This is an optimization exercise on Yosys and OpenROAD, whose aim is small area, not a production implementation.
Only simulation tests tie the RTL to the original design; equivalence was not proved.
No activity file was given, so power comes from the tool's default toggle rates.

==> flow/design.v <==
package reg_file_pkg;
  localparam int unsigned NUM_REGS     = 32;
  localparam int unsigned REG_ADDR_W   = 5;
  localparam logic [4:0]  ZERO_REG     = 5'd0;
  localparam int unsigned WR_COUNT_W   = 8;
  localparam logic [7:0]  WR_COUNT_MAX = 8'd255;
  typedef logic [REG_ADDR_W-1:0] reg_addr_t;
endpackage
module Decoder #(
  parameter int unsigned IN_W  = 5,
  parameter int unsigned OUT_W = 32
) (
  input  logic [IN_W-1:0]  i_addr,
  output logic [OUT_W-1:0] o_onehot
);
  always_comb begin
    o_onehot = '0;
    for (int unsigned i = 0; i < OUT_W; i++) begin
      if (i_addr == IN_W'(i)) o_onehot[i] = 1'b1;
    end
  end
endmodule
module RowNext (
  input  logic i_q,
  input  logic i_data,
  input  logic i_keep,
  input  logic i_load,
  output logic o_d
);
  assign o_d = (i_q & i_keep) | (i_data & i_load);
endmodule
module ReadTerm3 (
  input  logic [2:0] i_data,
  input  logic [2:0] i_sel,
  output logic       o_n
);
  assign o_n = ~|(i_data & i_sel);
endmodule
module ReadTerm2 (
  input  logic [1:0] i_data,
  input  logic [1:0] i_sel,
  output logic       o_n
);
  assign o_n = ~|(i_data & i_sel);
endmodule
module ReadBit (
  input  logic [31:0] i_data,
  input  logic [31:0] i_sel,
  output logic        o_bit
);
  logic [10:0] w_grp_n;
  for (genvar g = 0; g < 10; g++) begin : g_grp
    ReadTerm3 u_term (.i_data(i_data[3*g +: 3]), .i_sel(i_sel[3*g +: 3]), .o_n(w_grp_n[g]));
  end
  ReadTerm2 u_term2 (.i_data(i_data[31:30]), .i_sel(i_sel[31:30]), .o_n(w_grp_n[10]));
  assign o_bit = ~&w_grp_n;
endmodule
import reg_file_pkg::*;
module register_file
#(
  parameter int unsigned WORD   = 32,
  parameter bit          BYPASS = 1'b1
) (
  input  logic                  clk,
  input  logic                  rst_n,
  input  logic                  we,
  input  logic [REG_ADDR_W-1:0] waddr,
  input  logic [WORD-1:0]       wdata,
  input  logic [REG_ADDR_W-1:0] raddr_a,
  input  logic [REG_ADDR_W-1:0] raddr_b,
  output logic [WORD-1:0]       rdata_a,
  output logic [WORD-1:0]       rdata_b,
  output logic [WR_COUNT_W-1:0] wr_count
);
  logic [NUM_REGS-1:0]   w_dec;
  logic [NUM_REGS-1:0]   a_dec;
  logic [NUM_REGS-1:0]   b_dec;
  logic [NUM_REGS-1:0]   w_load;
  logic [NUM_REGS-1:0]   w_row;
  logic [WORD-1:0]       w_data;
  logic [WORD-1:0]       r_regs [1:NUM_REGS-1];
  logic [WORD-1:0]       w_next [1:NUM_REGS-1];
  logic [WR_COUNT_W-1:0] r_wr_count;
  logic                  w_wen;
  logic                  hit_a, hit_b;
  logic [NUM_REGS-1:0]   sel_a, sel_b;
  logic [NUM_REGS-1:0]   col_a [WORD];
  logic [NUM_REGS-1:0]   col_b [WORD];
  Decoder #(.IN_W(REG_ADDR_W), .OUT_W(NUM_REGS)) u_wdec (.i_addr(waddr),   .o_onehot(w_dec));
  Decoder #(.IN_W(REG_ADDR_W), .OUT_W(NUM_REGS)) u_adec (.i_addr(raddr_a), .o_onehot(a_dec));
  Decoder #(.IN_W(REG_ADDR_W), .OUT_W(NUM_REGS)) u_bdec (.i_addr(raddr_b), .o_onehot(b_dec));
  assign w_wen  = we && (waddr != ZERO_REG);
  assign w_load = w_dec & {NUM_REGS{we}} & {{(NUM_REGS-1){1'b1}}, 1'b0};
  assign w_row  = w_load | {NUM_REGS{~rst_n}};
  assign w_data = wdata & {WORD{rst_n}};
  for (genvar i = 1; i < NUM_REGS; i++) begin : g_row
    for (genvar k = 0; k < WORD; k++) begin : g_bit
      RowNext u_next (
        .i_q    (r_regs[i][k]),
        .i_data (w_data[k]),
        .i_keep (~w_row[i]),
        .i_load (w_row[i]),
        .o_d    (w_next[i][k])
      );
    end
  end
  always_ff @(posedge clk) begin
    for (int unsigned i = 1; i < NUM_REGS; i++) r_regs[i] <= w_next[i];
  end
  always_ff @(posedge clk) begin
    if (!rst_n)                                          r_wr_count <= '0;
    else if ((|w_load) && (r_wr_count != WR_COUNT_MAX)) r_wr_count <= r_wr_count + 1'b1;
  end
  assign hit_a = BYPASS && w_wen && (waddr == raddr_a);
  assign hit_b = BYPASS && w_wen && (waddr == raddr_b);
  assign sel_a = {a_dec[NUM_REGS-1:1] & ~(w_load[NUM_REGS-1:1] & {(NUM_REGS-1){BYPASS}}), hit_a};
  assign sel_b = {b_dec[NUM_REGS-1:1] & ~(w_load[NUM_REGS-1:1] & {(NUM_REGS-1){BYPASS}}), hit_b};
  for (genvar k = 0; k < WORD; k++) begin : g_bit
    always_comb begin
      col_a[k][0] = wdata[k];
      col_b[k][0] = wdata[k];
      for (int unsigned i = 1; i < NUM_REGS; i++) begin
        col_a[k][i] = r_regs[i][k];
        col_b[k][i] = r_regs[i][k];
      end
    end
    ReadBit u_rd_a (.i_data(col_a[k]), .i_sel(sel_a), .o_bit(rdata_a[k]));
    ReadBit u_rd_b (.i_data(col_b[k]), .i_sel(sel_b), .o_bit(rdata_b[k]));
  end
  assign wr_count = r_wr_count;
endmodule
clock: 8.0 ns
lec_check: 0
cap_margin: 20
core_margin: 2
core_utilization: 45
place_density: 0.6
slew_margin: 20
synth_hierarchical: 1
synth_minimum_keep_size: 0
standard.sh (not shown) runs the stock make flow with config.mk's settings and CLKGATE_MAP_FILE= SYNTH_SCRIPT=/design/flow/synth_recipe.tcl, a recipe that flattens the netlist after the stock synthesis.
==> flow/flow/run.sh <==
#!/bin/bash
# Standard layout, with small port buffers and a clock tree without dummy loads.
cp standard.sh standard.sh.txt
export BUFFER_PORTS_ARGS="-buffer_cell sky130_fd_sc_hd__buf_1"
export CTS_ARGS="-sink_clustering_enable -repair_clock_nets -dont_use_dummy_load -buf_list sky130_fd_sc_hd__clkbuf_16 -sink_clustering_size 24 -sink_clustering_max_diameter 80"
bash standard.sh > standard.log 2>&1
Rerun with:
==> flow/run.sh (new file) <==
#!/bin/bash
# synth_recipe.tcl (not shown) runs the flow's synth.tcl, then flattens the netlist and writes it again
# the make line also repeats each setting of config.mk as NAME=value (left out here)
make -C /OpenROAD-flow-scripts/flow DESIGN_CONFIG=/design/flow/config.mk WORK_HOME=/design/flow/orfs CLKGATE_MAP_FILE= SYNTH_SCRIPT=/design/flow/synth_recipe.tcl finish
Settings changed: CORE_UTILIZATION 45 to 30, PLACE_DENSITY 0.6 to 0.45.
removed: flow/flow/run.sh
removed: flow/standard.sh
Global-route usage goes down by 12 points.
Power went up by 28%.
Synthesized area stays the same.
Rerun with:
==> flow/flow/run.sh (new file) <==
#!/bin/bash
# Standard layout, with small port buffers and a clock tree without dummy loads.
export BUFFER_PORTS_ARGS="-buffer_cell sky130_fd_sc_hd__buf_1"
export CTS_ARGS="-sink_clustering_enable -repair_clock_nets -dont_use_dummy_load -buf_list sky130_fd_sc_hd__clkbuf_16 -sink_clustering_size 24 -sink_clustering_max_diameter 80"
bash standard.sh > standard.log 2>&1
==> flow/standard.sh (new file) <==
#!/bin/bash
# synth_recipe.tcl (not shown) runs the flow's synth.tcl, then flattens the netlist and writes it again
# the make line also repeats each setting of config.mk as NAME=value (left out here)
make -C /OpenROAD-flow-scripts/flow DESIGN_CONFIG=/design/flow/config.mk WORK_HOME=/design/flow/orfs CLKGATE_MAP_FILE= SYNTH_SCRIPT=/design/flow/synth_recipe.tcl "${@:-finish}"
Settings changed: CORE_UTILIZATION 30 to 45, PLACE_DENSITY 0.45 to 0.6.
removed: flow/run.sh
Effect: Cell area shrinks by 8.6%. Count of clock-buffer cells in the layout is lower by 106. Wire length went down by 7.2%. Via count increases by 3.4%. Worst setup slack is better by 0.51 ns. Synthesized area is unchanged. Total power falls by 22%. Die area came out lower by 33%. Utilization grows by 14 points. Sequential power hardly moves.

[separate check: timing with driven ports]
How much do the figures lean on ideal ports? The routed layouts below were timed once more, with nothing changed but the port constraints.
Step 1: set_driving_cell puts a clkbuf_16 on clk and a buf_2 on each other input, an assumption about the parent block.
Step 2 moves the port delays by t, midway between the first and last clock arrival at a register: inputs arrive t later, outputs are due t later. That takes back most of the time a late clock gives input paths.
Slacks: ideal ports / drivers / drivers and shift; pairs: ideal ports / drivers.
run | shift t [ns] | setup slack, ns | worst setup path after step 2 | latest minus earliest clock arrival (ns) | cell pins on the clock port's net
the first run | 0.718 | 0.938 / 0.907 / 0.907 | input to output | 0.078 / 0.078 | 1
the second run | 0.787 | 0.423 / 0.389 / 0.389 | input to output | 0.043 / 0.044 | 1
the third run | 0.718 | 0.938 / 0.907 / 0.907 | input to output | 0.078 / 0.078 | 1
After both steps every run listed still meets setup and hold. The setup slack of the second run, which loses most, moves by -0.034 ns with the drivers and by -0.034 ns with both steps.
